From an optimization exercise on the open Yosys and OpenROAD flow, aimed at small area, a short achievable clock period and few clock cycles per item; shortcuts taken in it are not production practice. The RTL was checked by simulation tests, not by an equivalence proof against the original design.

## run A
==> flow/design.v <==
`default_nettype none
package asd_pkg;
  localparam int SampleBits  = 12;
  localparam int ElapsedBits = 8;
  localparam int TimerBits   = 16;
  localparam int SumBits     = 19;
  localparam int CountBits   = 7;
  localparam int FracBits    = 10;
  localparam int CfgIdxBits  = 2;
  localparam int CfgDataBits = 16;
  localparam int InDataBits  = ((SampleBits + ElapsedBits + 7) / 8) * 8;
  localparam int OutDataBits = ((SampleBits + 7) / 8) * 8;
  localparam int ProdBits    = SampleBits + FracBits;
  localparam int ThrBits     = ProdBits - 8 + 1;
  localparam int JobBits     = 1 + 1 + SumBits + CountBits;
  localparam int QDepth      = 2;
  localparam int QPtrBits    = $clog2(QDepth);
  localparam int QCntBits    = $clog2(QDepth + 1);
  localparam int DivSteps    = SumBits;
  localparam int DivCntBits  = $clog2(DivSteps);
  localparam logic [SampleBits-1:0]  AvgReset      = SampleBits'(2048);
  localparam logic [TimerBits-1:0]   HoldoffReset  = TimerBits'(100);
  localparam logic [FracBits-1:0]    FracReset     = FracBits'(77);
  localparam logic [TimerBits-1:0]   LogPerReset   = TimerBits'(50);
  localparam logic [CountBits-1:0]   PerAvgReset   = CountBits'(20);
  typedef enum logic [CfgIdxBits-1:0] {
    CFG_HOLDOFF  = 2'd0,
    CFG_FRACTION = 2'd1,
    CFG_LOG_PER  = 2'd2,
    CFG_PER_AVG  = 2'd3
  } cfg_idx_e;
  typedef struct packed {
    logic                 spike;
    logic                 div;
    logic [SumBits-1:0]   sum;
    logic [CountBits-1:0] divisor;
  } job_t;
  typedef struct packed {
    logic                  upd;
    logic [SampleBits-1:0] level;
  } avg_t;
  typedef struct packed {
    logic push;
    logic pending;
  } front_stat_t;
endpackage
`default_nettype wire
`default_nettype none
module audio_spike_detector
(
  input  wire logic        clk_i,
  input  wire logic        rst_ni,
  input  wire logic        cfg_we_i,
  input  wire logic [1:0]  cfg_idx_i,
  input  wire logic [15:0] cfg_data_i,
  input  wire logic        s_axis_tvalid,
  output logic             s_axis_tready,
  input  wire logic [23:0] s_axis_tdata,
  output logic             m_axis_tvalid,
  input  wire logic        m_axis_tready,
  output logic [15:0]      m_axis_tdata,
  output logic             m_axis_tuser
);
  localparam int R4Steps = 2;                
  localparam int DivBits = 2 * R4Steps;      
  localparam int DivCyc  = 12 / DivBits;     
  localparam int PhBits  = $clog2(DivCyc + 2);
  logic [15:0] hold_q, lper_q;
  logic [9:0]  frac_q;
  logic [6:0]  pavg_q;
  logic        v2_q;       
  logic        dv2_q;      
  logic [11:0] smp2_q;
  logic [7:0]  dt2_q;
  logic [15:0] htmr_q, ptmr_q;
  logic [11:0] peak_q;
  logic [18:0] sum_q;      
  logic [6:0]  cnt_q;      
  logic [11:0] avg_q;
  logic [22:0] prod_q;     
  logic [PhBits-1:0] ph_q;
  logic              mul_q;    
  logic              mreq_q;   
  logic ov0_q, ov1_q;
  logic os0_q, os1_q;
  logic spkd_q;                
  logic pop, push, push_spk, s2_fire, acc_ok, acc, drained;
  logic run_last, div_last, adv;
  assign pop      = ov0_q && m_axis_tready;
  assign drained  = !ov0_q || (!ov1_q && m_axis_tready);
  assign run_last = (ph_q == PhBits'(DivCyc + 1));
  assign div_last = !mul_q && (ph_q == PhBits'(DivCyc));
  assign adv      = (ph_q != '0) && (!div_last || drained);
  assign s2_fire  = v2_q && (dv2_q || (ph_q == '0 && !mreq_q && !ov1_q));
  assign acc_ok   = !mreq_q && (ph_q == '0 || run_last) && (!v2_q || s2_fire);
  assign s_axis_tready = acc_ok;
  assign acc      = s_axis_tvalid && acc_ok;
  logic [11:0] smp;
  logic [7:0]  dt;
  logic [16:0] p_left;
  logic        per_end, div_now, gt;
  logic [15:0] p_add;
  logic [11:0] peak_new;
  logic [18:0] sum_a, sum_b, sum_new;
  logic [6:0]  cnt_inc;
  always_comb begin
    smp      = s_axis_tdata[11:0];
    dt       = s_axis_tdata[19:12];
    p_left   = {1'b0, lper_q} - {1'b0, ptmr_q};
    per_end  = p_left[16] || (p_left[15:8] == 8'd0 && dt >= p_left[7:0]);
    p_add    = ptmr_q + {8'b0, dt};
    gt       = (smp > peak_q);
    peak_new = gt ? smp : peak_q;
    sum_a    = sum_q + {7'b0, peak_q};
    sum_b    = sum_q + {7'b0, smp};
    sum_new  = gt ? sum_b : sum_a;
    cnt_inc  = cnt_q + 7'd1;
    div_now  = per_end && (cnt_inc >= pavg_q);
  end
  logic [16:0] h_left, h_add;
  logic [15:0] h_sat;
  logic        hgt, spike;
  always_comb begin
    h_left = {1'b0, hold_q} - {1'b0, htmr_q};
    hgt    = (hold_q != 16'hFFFF) &&
             (h_left[16] || (h_left[15:8] == 8'd0 && dt2_q > h_left[7:0]));
    h_add  = {1'b0, htmr_q} + {9'b0, dt2_q};
    h_sat  = h_add[16] ? 16'hFFFF : h_add[15:0];
    spike  = hgt && ({3'b0, smp2_q} > prod_q[22:8]);
  end
  logic [6:0]         rem;
  logic [8:0]         t, d1, d2, d3;
  logic [9:0]         e1, e2, e3;
  logic               c1, c2, c3;
  logic [DivBits-1:0] qd;
  logic [18:0]        sum_div;
  always_comb begin
    d1  = {2'b0, cnt_q};
    d2  = {1'b0, cnt_q, 1'b0};
    d3  = d1 + d2;
    rem = sum_q[18:12];
    for (int j = R4Steps - 1; j >= 0; j--) begin
      t  = {rem, sum_q[12 - DivBits + 2*j +: 2]};
      e1 = {1'b0, t} - {1'b0, d1};
      e2 = {1'b0, t} - {1'b0, d2};
      e3 = {1'b0, t} - {1'b0, d3};
      c1 = !e1[9];
      c2 = !e2[9];
      c3 = !e3[9];
      qd[2*j +: 2] = {c2, c3 || (c1 && !c2)};
      rem = c3 ? e3[6:0] : c2 ? e2[6:0] : c1 ? e1[6:0] : t[6:0];
    end
    sum_div = {rem, sum_q[11-DivBits:0], qd};
  end
  logic [DivBits-1:0] hdig;
  logic [10:0]        mult;
  logic [PhBits-1:0]  didx;
  always_comb begin
    mult = 11'd256 + {1'b0, frac_q};
    didx = ph_q - PhBits'(2);
    hdig = '0;
    for (int k = 0; k < DivCyc; k++) begin
      if (didx == PhBits'(k)) hdig = avg_q[12 - DivBits*k - 1 -: DivBits];
    end
    if (!mul_q && !run_last) hdig = sum_q[DivBits-1:0];
  end
  always_ff @(posedge clk_i or negedge rst_ni) begin
    if (!rst_ni) begin
      hold_q <= 16'd100;
      frac_q <= 10'd77;
      lper_q <= 16'd50;
      pavg_q <= 7'd20;
    end else if (cfg_we_i) begin
      case (cfg_idx_i)
        2'd0: hold_q <= cfg_data_i;
        2'd1: frac_q <= cfg_data_i[9:0];
        2'd2: lper_q <= cfg_data_i;
        default: pavg_q <= cfg_data_i[6:0];
      endcase
    end
  end
  assign push     = (s2_fire && !dv2_q) || (adv && div_last);
  assign push_spk = dv2_q ? spkd_q : spike;
  always_ff @(posedge clk_i or negedge rst_ni) begin
    if (!rst_ni) begin
      v2_q    <= 1'b0;
      dv2_q   <= 1'b0;
      htmr_q  <= '0;
      ptmr_q  <= '0;
      peak_q  <= '0;
      sum_q   <= '0;
      cnt_q   <= '0;
      avg_q   <= 12'd2048;
      ph_q    <= '0;
      mul_q   <= 1'b0;
      mreq_q  <= 1'b1;
      ov0_q   <= 1'b0;
      ov1_q   <= 1'b0;
    end else begin
      if (acc) begin
        v2_q  <= 1'b1;
        dv2_q <= div_now;
      end else if (s2_fire) begin
        v2_q  <= 1'b0;
      end
      if (acc) begin
        ptmr_q <= per_end ? '0 : p_add;
        peak_q <= per_end ? '0 : peak_new;
        if (per_end) begin
          sum_q <= sum_new;
          cnt_q <= cnt_inc;
        end
      end else if (adv && div_last) begin
        sum_q <= '0;
        cnt_q <= '0;
        avg_q <= sum_div[11:0];
      end else if (adv && !mul_q && !run_last) begin
        sum_q <= sum_div;
      end
      if (s2_fire) htmr_q <= spike ? '0 : h_sat;
      if (acc && div_now) begin
        ph_q  <= PhBits'(1);
        mul_q <= 1'b0;
      end else if (ph_q == '0 && mreq_q) begin
        ph_q  <= PhBits'(1);
        mul_q <= 1'b1;
      end else if (run_last) begin
        ph_q  <= '0;
      end else if (adv) begin
        ph_q  <= ph_q + PhBits'(1);
      end
      if (cfg_we_i && cfg_idx_i == 2'd1) mreq_q <= 1'b1;
      else if (ph_q == '0)               mreq_q <= 1'b0;
      if (push && !pop) begin
        if (!ov0_q) ov0_q <= 1'b1;
        else        ov1_q <= 1'b1;
      end else if (pop && !push) begin
        ov0_q <= ov1_q;
        ov1_q <= 1'b0;
      end
    end
  end
  always_ff @(posedge clk_i) begin
    if (acc) begin
      smp2_q <= smp;
      dt2_q  <= dt;
    end
    if (s2_fire && dv2_q) spkd_q <= spike;
    if (push && pop) begin
      if (ov1_q) begin
        os0_q <= os1_q;
        os1_q <= push_spk;
      end else begin
        os0_q <= push_spk;
      end
    end else if (push) begin
      if (!ov0_q) os0_q <= push_spk;
      else        os1_q <= push_spk;
    end else if (pop) begin
      os0_q <= os1_q;
    end
    if (ph_q == PhBits'(1)) prod_q <= '0;
    if (adv && ph_q >= PhBits'(2)) prod_q <= (prod_q << DivBits) + 23'(hdig) * 23'(mult);
  end
  assign m_axis_tvalid = ov0_q;
  assign m_axis_tuser  = os0_q;
  assign m_axis_tdata  = {4'b0, avg_q};
endmodule
`default_nettype wire
export LEC_CHECK = 0
export ABC_AREA = 1
export CAP_MARGIN = 20
export CORE_MARGIN = 2
export CORE_UTILIZATION = 40
export SLEW_MARGIN = 20
create_clock -name core_clock -period 6.5 [get_ports {clk_i}]
standard.sh (not shown) runs the stock make flow with config.mk's settings and CLKGATE_MAP_FILE= SYNTH_SCRIPT=/design/flow/synth_recipe.tcl, a recipe that flattens the netlist after the stock synthesis.
==> flow/flow/run.sh <==
#!/bin/bash
# Standard layout, with the adders left to ABC instead of the platform's full/half adder cells.
set -euo pipefail
bash standard.sh ADDER_MAP_FILE= finish > make_finish.log 2>&1
Run A reached the end of the flow, and the finished layout is clean on the timing, design-rule and antenna checks.
Testbench counts of run A, summed over its fixed seeds: cycles 11,038, items 8,000.
Edits applied to the flow inputs when going from run A to run B:
--- a/flow/config.mk
+++ b/flow/config.mk
@@ -11,2 +11,3 @@
 export CORE_UTILIZATION = 40
+export SETUP_SLACK_MARGIN = 3.3
 export SLEW_MARGIN = 20
--- outcome ---
Compared with run A, run B shows wire length of the first global-routing pass that has gone up by more than 10%.
Taking run A as the reference, in run B final area went up by about 30%; via count +about 12%; net total in the final layout +about 10%.
The following lists how run C was set up differently from run B:
--- a/flow/config.mk
+++ b/flow/config.mk
@@ -11,3 +11,3 @@
 export CORE_UTILIZATION = 40
-export SETUP_SLACK_MARGIN = 3.3
+export SETUP_SLACK_MARGIN = 2.0
 export SLEW_MARGIN = 20
==> results.txt <==
- Comparing the two runs side by side, run C comes out behind run B on worst setup margin.
- Number of cell instances on the worst register-to-register path in run C vs run B: down 1
- Re number of cells produced by synthesis: no difference whatsoever between run C and run B.
- The worst setup path endpoint comes out sum_q[15]$_DFFE_PN0P_ in one run and prod_q[20]$_SDFFCE_PN0P_ in the other, namely in run C and run B respectively.

-- port drivers added, routing unchanged --
No port has a modelled driver above. Below, the same layouts with a new extraction and two added sets of constraints.
Step 1 assumes that a clkbuf_16 drives the clock port and a buf_2 every other input.
Step 2 also shifts input and output timing later by t, the mid clock arrival at the registers, as if the neighbouring blocks saw the same clock.
Three values: no drivers, after step 1, after step 2; two values: the first two.
| run | shift t [ns] | slack for setup (ns) | worst hold slack (ns) | slew at the worst register clock pin (ns) | worst slew at a driven data input, ns |
|---|---|---|---|---|---|
| run A | 0.513 | 1.444 / 1.469 / 0.956 | 0.511 / 0.511 / 0.511 | 0.08 / 0.08 | 0.06 |
| run B | 0.520 | 2.915 / 2.915 / 2.439 | 0.496 / 0.496 / 0.496 | 0.08 / 0.08 | 0.07 |
| run C | 0.514 | 2.349 / 2.369 / 1.855 | 0.511 / 0.511 / 0.511 | 0.08 / 0.08 | 0.05 |
After both steps every run listed still meets setup and hold. For run C, which loses most, drivers alone change the setup slack by +0.020 ns; drivers and shift together by -0.494 ns.
